Context: an optimization exercise on an open-source flow, tuned for small area, a short achievable clock period and few clock cycles per item. The choices shown serve that exercise and are no tape-out recipe.
The RTL was checked by simulation tests, not by an equivalence proof against the original design.
Power and IR drop assume default switching activity.

[flow/config.mk]
export PLATFORM = sky130hd
export DESIGN_NAME = midpoint_ellipse_points
export DESIGN_NICKNAME = midpoint_ellipse_points
export VERILOG_FILES = /design/flow/design.v
export SDC_FILE = /design/flow/constraint.sdc
export NUM_CORES = 4
export LEC_CHECK = 0
export CAP_MARGIN = 20
export CORE_MARGIN = 2
export CORE_UTILIZATION = 40
export SLEW_MARGIN = 20
[flow/constraint.sdc]
create_clock -name core_clock -period 9.0 [get_ports {clk}]
set_input_delay 1.8000 -clock core_clock [delete_from_list [all_inputs] [get_ports {clk}]]
set_output_delay 1.8000 -clock core_clock [all_outputs]
set_load 0.01 [all_outputs]
[flow/design.v]
package mep_pkg;
    localparam int RADIUS_W = 5;
    localparam int FIELD_W  = 10;
    localparam int STEP_W   = 6;
    localparam int SQ_W     = 2 * RADIUS_W;
    localparam int MUL_W    = 14;
    localparam int PROD_W   = 2 * MUL_W;
    localparam int G_W      = 19;
    localparam int D_W      = PROD_W;
    localparam int SUM_W    = 18;
    localparam int COORD_BITS_DEFAULT = 11;
    localparam int MAX_RESULTS = 64;
    localparam logic [STEP_W-1:0] CNT_LAST = STEP_W'(MAX_RESULTS - 1);
    localparam int CFG_IDX_W = 1;
    localparam logic [CFG_IDX_W-1:0] CFG_RADIUS_X = 1'b0;
    localparam logic [CFG_IDX_W-1:0] CFG_RADIUS_Y = 1'b1;
    localparam logic [RADIUS_W-1:0] RADIUS_X_RESET = 5'd5;
    localparam logic [RADIUS_W-1:0] RADIUS_Y_RESET = 5'd2;
    typedef enum logic [3:0] {
        OP_NONE   = 4'd0,
        OP_START  = 4'd1,
        OP_SQ_B   = 4'd2,
        OP_A2B    = 4'd3,
        OP_INIT   = 4'd4,
        OP_EMIT   = 4'd5,
        OP_STEP1  = 4'd6,
        OP_R2_SQ1 = 4'd7,
        OP_R2_M1  = 4'd8,
        OP_R2_SQ2 = 4'd9,
        OP_R2_M2  = 4'd10,
        OP_R2_M3  = 4'd11,
        OP_R2_FIN = 4'd12,
        OP_STEP2  = 4'd13
    } op_t;
    typedef struct packed {
        op_t  op;
        logic last;
    } cmd_t;
    typedef struct packed {
        logic px_lt_py;
        logic ey_zero;
    } status_t;
endpackage
import mep_pkg::*;
module mep_ctrl (
    input  logic    clk,
    input  logic    rst_n,
    input  logic    in_valid,
    output logic    in_ready,
    output logic    out_valid,
    input  logic    out_ready,
    input  mep_pkg::status_t status,
    output mep_pkg::cmd_t    cmd
);
    typedef enum logic [12:0] {
        S_IDLE    = 13'b0000000000001,
        S_SQ_B    = 13'b0000000000010,
        S_A2B     = 13'b0000000000100,
        S_INIT    = 13'b0000000001000,
        S_EMIT    = 13'b0000000010000,
        S_STEP1   = 13'b0000000100000,
        S_R2_SQ1  = 13'b0000001000000,
        S_R2_M1   = 13'b0000010000000,
        S_R2_SQ2  = 13'b0000100000000,
        S_R2_M2   = 13'b0001000000000,
        S_R2_M3   = 13'b0010000000000,
        S_R2_FIN  = 13'b0100000000000,
        S_STEP2   = 13'b1000000000000
    } state_t;
    state_t            state_reg, state_next;
    logic [STEP_W-1:0] cnt_reg, cnt_next;
    logic              region_two_reg, region_two_next;
    logic              out_valid_reg, out_valid_next;
    logic              slot_free, last_c;
    assign slot_free = !out_valid_reg || out_ready;
    assign last_c = (cnt_reg == CNT_LAST) ||
                    (status.ey_zero && (region_two_reg || !status.px_lt_py));
    always_comb
    begin
        state_next      = state_reg;
        cnt_next        = cnt_reg;
        region_two_next = region_two_reg;
        out_valid_next  = out_valid_reg && !out_ready;
        in_ready        = 1'b0;
        cmd.op          = OP_NONE;
        cmd.last        = 1'b0;
        case (state_reg)
            S_IDLE:
            begin
                in_ready = 1'b1;
                if (in_valid)
                begin
                    cmd.op          = OP_START;
                    cnt_next        = '0;
                    region_two_next = 1'b0;
                    state_next      = S_SQ_B;
                end
            end
            S_SQ_B:
            begin
                cmd.op     = OP_SQ_B;
                state_next = S_A2B;
            end
            S_A2B:
            begin
                cmd.op     = OP_A2B;
                state_next = S_INIT;
            end
            S_INIT:
            begin
                cmd.op     = OP_INIT;
                state_next = S_EMIT;
            end
            S_EMIT:
            begin
                if (slot_free)
                begin
                    cmd.op         = OP_EMIT;
                    cmd.last       = last_c;
                    out_valid_next = 1'b1;
                    cnt_next       = cnt_reg + STEP_W'(1);
                    if (last_c)
                    begin
                        state_next = S_IDLE;
                    end
                    else if (region_two_reg)
                    begin
                        state_next = S_STEP2;
                    end
                    else if (status.px_lt_py)
                    begin
                        state_next = S_STEP1;
                    end
                    else
                    begin
                        state_next = S_R2_SQ1;
                    end
                end
            end
            S_STEP1:
            begin
                cmd.op     = OP_STEP1;
                state_next = S_EMIT;
            end
            S_R2_SQ1:
            begin
                cmd.op          = OP_R2_SQ1;
                region_two_next = 1'b1;
                state_next      = S_R2_M1;
            end
            S_R2_M1:
            begin
                cmd.op     = OP_R2_M1;
                state_next = S_R2_SQ2;
            end
            S_R2_SQ2:
            begin
                cmd.op     = OP_R2_SQ2;
                state_next = S_R2_M2;
            end
            S_R2_M2:
            begin
                cmd.op     = OP_R2_M2;
                state_next = S_R2_M3;
            end
            S_R2_M3:
            begin
                cmd.op     = OP_R2_M3;
                state_next = S_R2_FIN;
            end
            S_R2_FIN:
            begin
                cmd.op     = OP_R2_FIN;
                state_next = S_STEP2;
            end
            S_STEP2:
            begin
                cmd.op     = OP_STEP2;
                state_next = S_EMIT;
            end
            default:
            begin
                state_next = S_IDLE;
            end
        endcase
    end
    always_ff @(posedge clk or negedge rst_n)
    begin
        if (!rst_n)
        begin
            state_reg      <= S_IDLE;
            cnt_reg        <= '0;
            region_two_reg <= 1'b0;
            out_valid_reg  <= 1'b0;
        end
        else
        begin
            state_reg      <= state_next;
            cnt_reg        <= cnt_next;
            region_two_reg <= region_two_next;
            out_valid_reg  <= out_valid_next;
        end
    end
    assign out_valid = out_valid_reg;
endmodule
import mep_pkg::*;
module mep_datapath #(
    parameter int COORD_BITS = COORD_BITS_DEFAULT
) (
    input  logic                  clk,
    input  logic                  rst_n,
    input  logic                  cfg_we,
    input  logic [CFG_IDX_W-1:0]  cfg_index,
    input  logic [RADIUS_W-1:0]   cfg_data,
    input  logic [FIELD_W-1:0]    center_x,
    input  logic [FIELD_W-1:0]    center_y,
    input  logic [FIELD_W-1:0]    shift_x,
    input  mep_pkg::cmd_t                  cmd,
    output mep_pkg::status_t               status,
    output logic [COORD_BITS-1:0] x_right,
    output logic [COORD_BITS-1:0] x_left,
    output logic [COORD_BITS-1:0] y_upper,
    output logic [COORD_BITS-1:0] y_lower,
    output logic                  last_point
);
    localparam logic signed [SUM_W-1:0] COORD_HI = SUM_W'((1 << (COORD_BITS - 1)) - 1);
    localparam logic signed [SUM_W-1:0] COORD_LO = ~COORD_HI;
    function automatic logic [COORD_BITS-1:0] sat_coord(input logic signed [SUM_W-1:0] v);
        logic signed [SUM_W-1:0] c;
        if (v > COORD_HI)
        begin
            c = COORD_HI;
        end
        else if (v < COORD_LO)
        begin
            c = COORD_LO;
        end
        else
        begin
            c = v;
        end
        sat_coord = c[COORD_BITS-1:0];
    endfunction
    logic [RADIUS_W-1:0] radius_x_reg, radius_y_reg;
    logic [FIELD_W-1:0]      cx_reg, cx_next, cy_reg, cy_next, sh_reg, sh_next;
    logic [RADIUS_W-1:0]     b_reg, b_next;
    logic [SQ_W-1:0]         a2_reg, a2_next, b2_reg, b2_next;
    logic [STEP_W-1:0]       ex_reg, ex_next, ey_reg, ey_next;
    logic signed [G_W-1:0]   px_reg, px_next, py_reg, py_next;
    logic signed [D_W-1:0]   d_reg, d_next;
    logic [PROD_W-1:0]       prod_reg, prod_next;
    logic [MUL_W-1:0]        mul_a, mul_b;
    logic [COORD_BITS-1:0] x_right_reg, x_right_next, x_left_reg, x_left_next;
    logic [COORD_BITS-1:0] y_upper_reg, y_upper_next, y_lower_reg, y_lower_next;
    logic                  last_point_reg, last_point_next;
    logic signed [G_W-1:0] b2_g, a2_g, px_inc, py_dec, prod_g;
    logic signed [D_W-1:0] b2_d, a2_d, px_inc_d, py_dec_d, prod_d;
    logic [STEP_W-1:0]     ey_m1;
    logic                  d_neg, d_pos;
    assign b2_g     = signed'({{(G_W - SQ_W - 1){1'b0}}, b2_reg, 1'b0});
    assign a2_g     = signed'({{(G_W - SQ_W - 1){1'b0}}, a2_reg, 1'b0});
    assign px_inc   = px_reg + b2_g;
    assign py_dec   = py_reg - a2_g;
    assign prod_g   = signed'(prod_reg[G_W-1:0]);
    assign b2_d     = signed'({{(D_W - SQ_W){1'b0}}, b2_reg});
    assign a2_d     = signed'({{(D_W - SQ_W){1'b0}}, a2_reg});
    assign px_inc_d = D_W'(px_inc);
    assign py_dec_d = D_W'(py_dec);
    assign prod_d   = signed'(prod_reg);
    assign ey_m1    = ey_reg - STEP_W'(1);
    assign d_neg    = d_reg[D_W-1];
    assign d_pos    = !d_reg[D_W-1] && (d_reg != '0);
    logic signed [SUM_W-1:0] cx_s, cy_s, sh_s, ex_s, ey_s;
    assign cx_s = {{(SUM_W - FIELD_W){cx_reg[FIELD_W-1]}}, cx_reg};
    assign cy_s = {{(SUM_W - FIELD_W){cy_reg[FIELD_W-1]}}, cy_reg};
    assign sh_s = {{(SUM_W - FIELD_W){1'b0}}, sh_reg};
    assign ex_s = {{(SUM_W - STEP_W){1'b0}}, ex_reg};
    assign ey_s = {{(SUM_W - STEP_W){1'b0}}, ey_reg};
    assign status.px_lt_py = (px_reg < py_reg);
    assign status.ey_zero  = (ey_reg == '0);
    always_ff @(posedge clk or negedge rst_n)
    begin
        if (!rst_n)
        begin
            radius_x_reg <= RADIUS_X_RESET;
            radius_y_reg <= RADIUS_Y_RESET;
        end
        else if (cfg_we)
        begin
            case (cfg_index)
                CFG_RADIUS_X: radius_x_reg <= cfg_data;
                CFG_RADIUS_Y: radius_y_reg <= cfg_data;
                default: ;
            endcase
        end
    end
    always_comb
    begin
        cx_next         = cx_reg;
        cy_next         = cy_reg;
        sh_next         = sh_reg;
        b_next          = b_reg;
        a2_next         = a2_reg;
        b2_next         = b2_reg;
        ex_next         = ex_reg;
        ey_next         = ey_reg;
        px_next         = px_reg;
        py_next         = py_reg;
        d_next          = d_reg;
        mul_a           = '0;
        mul_b           = '0;
        x_right_next    = x_right_reg;
        x_left_next     = x_left_reg;
        y_upper_next    = y_upper_reg;
        y_lower_next    = y_lower_reg;
        last_point_next = last_point_reg;
        case (cmd.op)
            OP_START:
            begin
                cx_next = center_x;
                cy_next = center_y;
                sh_next = shift_x;
                b_next  = radius_y_reg;
                ex_next = '0;
                ey_next = {{(STEP_W - RADIUS_W){1'b0}}, radius_y_reg};
                px_next = '0;
                mul_a   = MUL_W'(radius_x_reg);
                mul_b   = MUL_W'(radius_x_reg);
            end
            OP_SQ_B:
            begin
                a2_next = prod_reg[SQ_W-1:0];
                mul_a   = MUL_W'(b_reg);
                mul_b   = MUL_W'(b_reg);
            end
            OP_A2B:
            begin
                b2_next = prod_reg[SQ_W-1:0];
                mul_a   = MUL_W'(a2_reg);
                mul_b   = MUL_W'(b_reg);
            end
            OP_INIT:
            begin
                py_next = prod_g <<< 1;
                d_next  = (b2_d <<< 2) - (prod_d <<< 2) + a2_d;
            end
            OP_EMIT:
            begin
                x_right_next    = sat_coord(cx_s + ex_s + sh_s);
                x_left_next     = sat_coord(cx_s - ex_s + sh_s);
                y_upper_next    = sat_coord(cy_s + ey_s);
                y_lower_next    = sat_coord(cy_s - ey_s);
                last_point_next = cmd.last;
            end
            OP_STEP1:
            begin
                ex_next = ex_reg + STEP_W'(1);
                px_next = px_inc;
                if (d_neg)
                begin
                    d_next = d_reg + ((b2_d + px_inc_d) <<< 2);
                end
                else
                begin
                    ey_next = ey_m1;
                    py_next = py_dec;
                    d_next  = d_reg + ((b2_d - py_dec_d + px_inc_d) <<< 2);
                end
            end
            OP_R2_SQ1:
            begin
                mul_a = MUL_W'({ex_reg, 1'b1});
                mul_b = MUL_W'({ex_reg, 1'b1});
            end
            OP_R2_M1:
            begin
                mul_a = MUL_W'(b2_reg);
                mul_b = prod_reg[MUL_W-1:0];
            end
            OP_R2_SQ2:
            begin
                d_next = prod_d;
                mul_a  = MUL_W'(ey_m1);
                mul_b  = MUL_W'(ey_m1);
            end
            OP_R2_M2:
            begin
                mul_a = MUL_W'(a2_reg);
                mul_b = prod_reg[MUL_W-1:0];
            end
            OP_R2_M3:
            begin
                d_next = d_reg + (prod_d <<< 2);
                mul_a  = MUL_W'(a2_reg);
                mul_b  = MUL_W'(b2_reg);
            end
            OP_R2_FIN:
            begin
                d_next = d_reg - (prod_d <<< 2);
            end
            OP_STEP2:
            begin
                ey_next = ey_m1;
                py_next = py_dec;
                if (d_pos)
                begin
                    d_next = d_reg + ((a2_d - py_dec_d) <<< 2);
                end
                else
                begin
                    ex_next = ex_reg + STEP_W'(1);
                    px_next = px_inc;
                    d_next  = d_reg + ((a2_d - py_dec_d + px_inc_d) <<< 2);
                end
            end
            default: ;
        endcase
    end
    assign prod_next = mul_a * mul_b;
    always_ff @(posedge clk)
    begin
        cx_reg         <= cx_next;
        cy_reg         <= cy_next;
        sh_reg         <= sh_next;
        b_reg          <= b_next;
        a2_reg         <= a2_next;
        b2_reg         <= b2_next;
        ex_reg         <= ex_next;
        ey_reg         <= ey_next;
        px_reg         <= px_next;
        py_reg         <= py_next;
        d_reg          <= d_next;
        prod_reg       <= prod_next;
        x_right_reg    <= x_right_next;
        x_left_reg     <= x_left_next;
        y_upper_reg    <= y_upper_next;
        y_lower_reg    <= y_lower_next;
        last_point_reg <= last_point_next;
    end
    assign x_right    = x_right_reg;
    assign x_left     = x_left_reg;
    assign y_upper    = y_upper_reg;
    assign y_lower    = y_lower_reg;
    assign last_point = last_point_reg;
endmodule
import mep_pkg::*;
module midpoint_ellipse_points #(
    parameter int COORD_BITS = COORD_BITS_DEFAULT
) (
    input  logic                  clk,
    input  logic                  rst_n,
    input  logic                  cfg_we,
    input  logic [CFG_IDX_W-1:0]  cfg_index,
    input  logic [RADIUS_W-1:0]   cfg_data,
    input  logic                  in_valid,
    output logic                  in_ready,
    input  logic [FIELD_W-1:0]    center_x,
    input  logic [FIELD_W-1:0]    center_y,
    input  logic [FIELD_W-1:0]    shift_x,
    output logic                  out_valid,
    input  logic                  out_ready,
    output logic [COORD_BITS-1:0] x_right,
    output logic [COORD_BITS-1:0] x_left,
    output logic [COORD_BITS-1:0] y_upper,
    output logic [COORD_BITS-1:0] y_lower,
    output logic                  last_point
);
    mep_pkg::cmd_t    cmd;
    mep_pkg::status_t status;
    mep_ctrl u_ctrl (
        .clk       (clk),
        .rst_n     (rst_n),
        .in_valid  (in_valid),
        .in_ready  (in_ready),
        .out_valid (out_valid),
        .out_ready (out_ready),
        .status    (status),
        .cmd       (cmd)
    );
    mep_datapath #(
        .COORD_BITS (COORD_BITS)
    ) u_datapath (
        .clk        (clk),
        .rst_n      (rst_n),
        .cfg_we     (cfg_we),
        .cfg_index  (cfg_index),
        .cfg_data   (cfg_data),
        .center_x   (center_x),
        .center_y   (center_y),
        .shift_x    (shift_x),
        .cmd        (cmd),
        .status     (status),
        .x_right    (x_right),
        .x_left     (x_left),
        .y_upper    (y_upper),
        .y_lower    (y_lower),
        .last_point (last_point)
    );
endmodule
[flow/run.sh]
#!/bin/bash
# synth_recipe.tcl (not shown) runs the flow's synth.tcl, then flattens the netlist and writes it again
# the make line also repeats each setting of config.mk as NAME=value (left out here)
make -C /OpenROAD-flow-scripts/flow DESIGN_CONFIG=/design/flow/config.mk WORK_HOME=/design/flow/orfs CLKGATE_MAP_FILE= SYNTH_SCRIPT=/design/flow/synth_recipe.tcl finish
==> summary.txt <==
Yosys
  – Compound-gate portion of the synthesized area: 16.2%
  – Library cell occupying the most area in the post-synthesis netlist: edfxtp_1
  – Multiplexer fraction of the synthesized cell area: under 10%
  – Post-Syn Area per Cell: 8.90 um2
  – Xor-xnor portion of the synthesized cell area: 8.28%
  – Top cell type's share of synthesized area: between 20% and 30%
  – Part of the Yosys area used for sequential elements: 27.4%
  – Share of synthesized cell area in full adder, half adder and majority cells: 24.1%
  – Mapped Cells: 2683
  – Count of yosys warnings during synthesis: 2
  – Area share of and/or/nand/nor cells after synthesis: 16.1%
  – Largest cells by area after synthesis: edfxtp_1, ha_1, fa_1
  – Number of synthesized register bits: approximately 230
  – Post-synthesis cell type count: 85
  – Main combinational cell family by area after synthesis: adder cells
  – Number of synthesized flops with an enable pin: 176
  – Post-synthesis async set-or-reset flop share: 13.4%
  – Commonest cells in the synthesized netlist: inv_1, nor2_1, ha_1, nand2_1, edfxtp_1
  – Top FF cell, synth: edfxtp_1
  – Summed instance area of the synthesized netlist: 23900 um2
  – Synthesized Nets: 3103
  – Cell with the most instances after synthesis: inv_1

Clock tree
  – Clk slew on worst S/H paths: 0.07 ns
  – CTS H-tree depth: 1
  – Cts repair resizes: 0
  – Clock tree from TritonCTS: done
  – Hold bufs inserted after CTS: 0
  – Root Buffer Master: clkbuf_16
  – Maximum clock path buffer count: 3
  – Number of buffers inserted by post-CTS setup repair: 0
  – Clk sinks: 231
  – Clock latency on the worst-skew pair: around 0.59 ns
  – Number of CTS-inserted buffers: 28

STA
  – Unrepaired setup endpoints after global routing: no
  – Post-route minimum period: approximately 8.5 ns
  – Tightest slew margin relative to the limit: approximately 34%
  – Final Hold Violating Endpoints: 0
  – Highest attainable clock frequency: 0.118 GHz
  – Pins over their slew limit: 0
  – Count of final setup violators: 0
  – Worst-case clock skew: approximately 0.02 ns
  – Sum of negative setup slack: 0 ns
  – Transition at the pin with the smallest max-transition slack: 0.996 ns
  – Worst setup margin: ~0.52 ns
  – Post-route fraction of the period consumed by the critical path: 94.2%

Min path
  – Class of the tightest hold or removal check: register to register

Place
  – GPL Wtd Cong: 0.950
  – DP Wirelength: between 50 and 60 mm
  – Port Buffers: 87
  – Pre-CTS worst setup slack: 0.00732 ns

Worst setup path
  – Minimum setup slack among reg-to-reg paths: ~0.52 ns
  – Critical path capture point type: register
  – CP peak stage delay: roughly 0.59 ns
  – Endpoint of the most critical register-to-register path: u_datapath.prod_reg[22]
  – Data required time of the worst path: 9.46 ns
  – Critical path's slowest cell: or4_4
  – Largest driver fanout on the critical path: 6
  – R2r startpoint: u_ctrl.state_reg[3]
  – Critical path startpoint category: register
  – Worst setup path start: u_ctrl.state_reg[3]
  – Destination of the critical timing path: u_datapath.prod_reg[22]
  – Most common cell on crit path: inv_1
  – Crit path DAT: 8.94 ns
  – Critical path start-end classification: register to register
  – Cells on worst reg2reg path: 28

Final layout
  – Fraction of the core area covered by cells at the end of the flow: roughly 45%
  – Final net count: 3178
  – Share of final-layout standard cells stronger than drive strength 1: 5.87%
  – Largest register FFs: 28
  – Number of antenna cells inserted: 0
  – Layout overhead on the synthesized area: 12.1%

Global route
  – Antenna violations before repair: 0
  – Number of global-route vias before repair: 19687
  – Global route total overflow: 0
  – First-pass GRT wire length: roughly 110 mm
  – Maximum number of pins on one net before global-route repair: 51
  – Global routing usage summed across all routing layers: a little under a quarter

Routing
  – # DRC: 0
  – Remaining antenna violation count: 0
  – Vias per std cell: roughly 5.6
  – Drt first pass iters: 5
  – Detail-routed net length per standard cell: 19.9 um
  – Initial DRC count: 1580
  – Number of vias after detailed routing: 19778
  – Total wirelength of the detailed-routed design: 70.7 mm

Die
  – Area enclosed by the die boundary: 61600 um2
  – IO Count: 88
  – Initial Util: between 40% and 50%
  – Height of the die: 248 um
  – Core Rows: 89
  – Area of the placeable core: just under 60000 um2
  – Floorplan die width: 248 um

Power and ir drop
  – Total leakage power: 11.8 nW
  – Largest vdd supply drop: 0.000195 V
  – Power per unit of standard cell area: 306 nW/um2

Run
  – Count of max-cap constraint violations: 0

Run status
  – Result of the run: complete, no violations
[critical path: cells and delay by family (launching register included)]
kind | cells | cell delay (ns)
buffers and inverters | 6 | 0.33
and+or+nand+nor | 6 | 2.08
DFF | 1 | 0.42
adders and majority gates | 6 | 2.94
AOI/OAI and AO/OA | 10 | 2.56
[logic make-up (layout without fill, tap and decap cells)]
group	Yosys count	after routing
and+or+nand+nor	805	805
AOI/OAI and AO/OA	592	592
buffers and inverters	428	524
adders and majority gates	379	379
DFF	231	231
xor gates and xnor gates	224	224
muxes	24	24
[per-stage QoR]
step	cell area (um2)	total power (W)	hold WS [ns]	std cells
global placement	25800	0.00673	0.476	3501
floorplan	23900	0.00560	0.424	2683
CTS	26700	0.00810	0.493	3552
detailed placement	25800	0.00684	0.472	3501
finish	26800	0.00818	0.499	3552
global route	26800	0.00881	0.501	3552
[how the worst min path moves through the flow]
stage                               startpoint              endpoint  slack (ns)  cells past startpoint
floorplan               u_datapath.prod_reg[8]  u_datapath.a2_reg[8]        0.42                      0
global placement    u_datapath.radius_y_reg[2]   u_datapath.b_reg[2]        0.48                      0
detailed placement  u_datapath.radius_y_reg[2]   u_datapath.b_reg[2]        0.47                      0
CTS                 u_datapath.radius_y_reg[2]   u_datapath.b_reg[2]        0.49                      0
global route        u_datapath.radius_y_reg[2]   u_datapath.b_reg[2]        0.50                      0
finish              u_datapath.radius_y_reg[2]   u_datapath.b_reg[2]        0.50                      0
[layout by cell type, fill, tap and decap left out, types with 12 or more instances in the layout]
master / n
inv_1: 330
nor2_1: 268
ha_1: 245
nand2_1: 196
edfxtp_1: 176
a21oi_1: 165
xnor2_1: 145
fa_1: 134
o21ai_0: 128
clkdlybuf4s50_1: 87
xor2_1: 78
nor3_1: 55
buf_4: 53
nand3_1: 52
a21o_1: 44
nand2b_1: 35
nor2b_1: 31
o21a_1: 31
clkbuf_16: 30
a22oi_1: 29
dfrtp_1: 27
or3_1: 25
and3_1: 24
dfxtp_1: 24
o21bai_1: 23
and2_1: 20
a31oi_1: 18
or2_2: 18
nor4_1: 17
nand4_1: 16
a211oi_1: 16
mux2i_1: 13
a222oi_1: 12
[report_power, final]
group	switching, W	internal [W]
Combinational	0.00323	0.00222
Clock	0.000490	0.000707
Sequential	0.000144	0.00139
Total	0.00386	0.00432
[cell type report]
cell class	count	area, um2
Clock inverter	12	140
Timing Repair Buffer	140	1270
Sequential cell	231	6550
Multi-Input combinational cell	2024	15700
Clock buffer	39	835
Inverter	333	1250
Fill cell	5729	32300
Tap cell	773	967
[routing by layer]
metal / part of all wire, % / global-route usage (%)
met4: 2.6 / 5.85
met2: 46 / 36.6
met5: 0 / 0
met3: 6.8 / 2.91
met1: 45 / 32.4
Testbench counts, summed over its fixed seeds: cycles 143,334, points 61,632.

[what the ideal ports hide]
The results above use ideal ports. As a check the final layout listed here was re-extracted and re-timed, cells and wires unchanged.
Step 1 (the two cells are an assumption about what drives the block):
set clk [get_ports {clk}]
set_driving_cell -lib_cell sky130_fd_sc_hd__clkbuf_16 $clk
set_driving_cell -lib_cell sky130_fd_sc_hd__buf_2 [delete_from_list [all_inputs] $clk]
Step 2 adds t to the input delays and takes it off the output delays; t is the mean of the earliest and latest rising clock arrival at the registers after step 1. Input paths then give back, and output paths get back, about the clock's delay inside the block.
Three values: no drivers, after step 1, after step 2; two values: the first two.
shift t [ns]: 0.637
setup slack, ns: 0.520 / 0.520 / -0.020
worst setup path at the end: input to register
Met with ideal ports but missed after step 2: setup timing in this run. For this run, drivers alone change the setup slack by 0.000 ns; drivers and shift together by -0.540 ns.
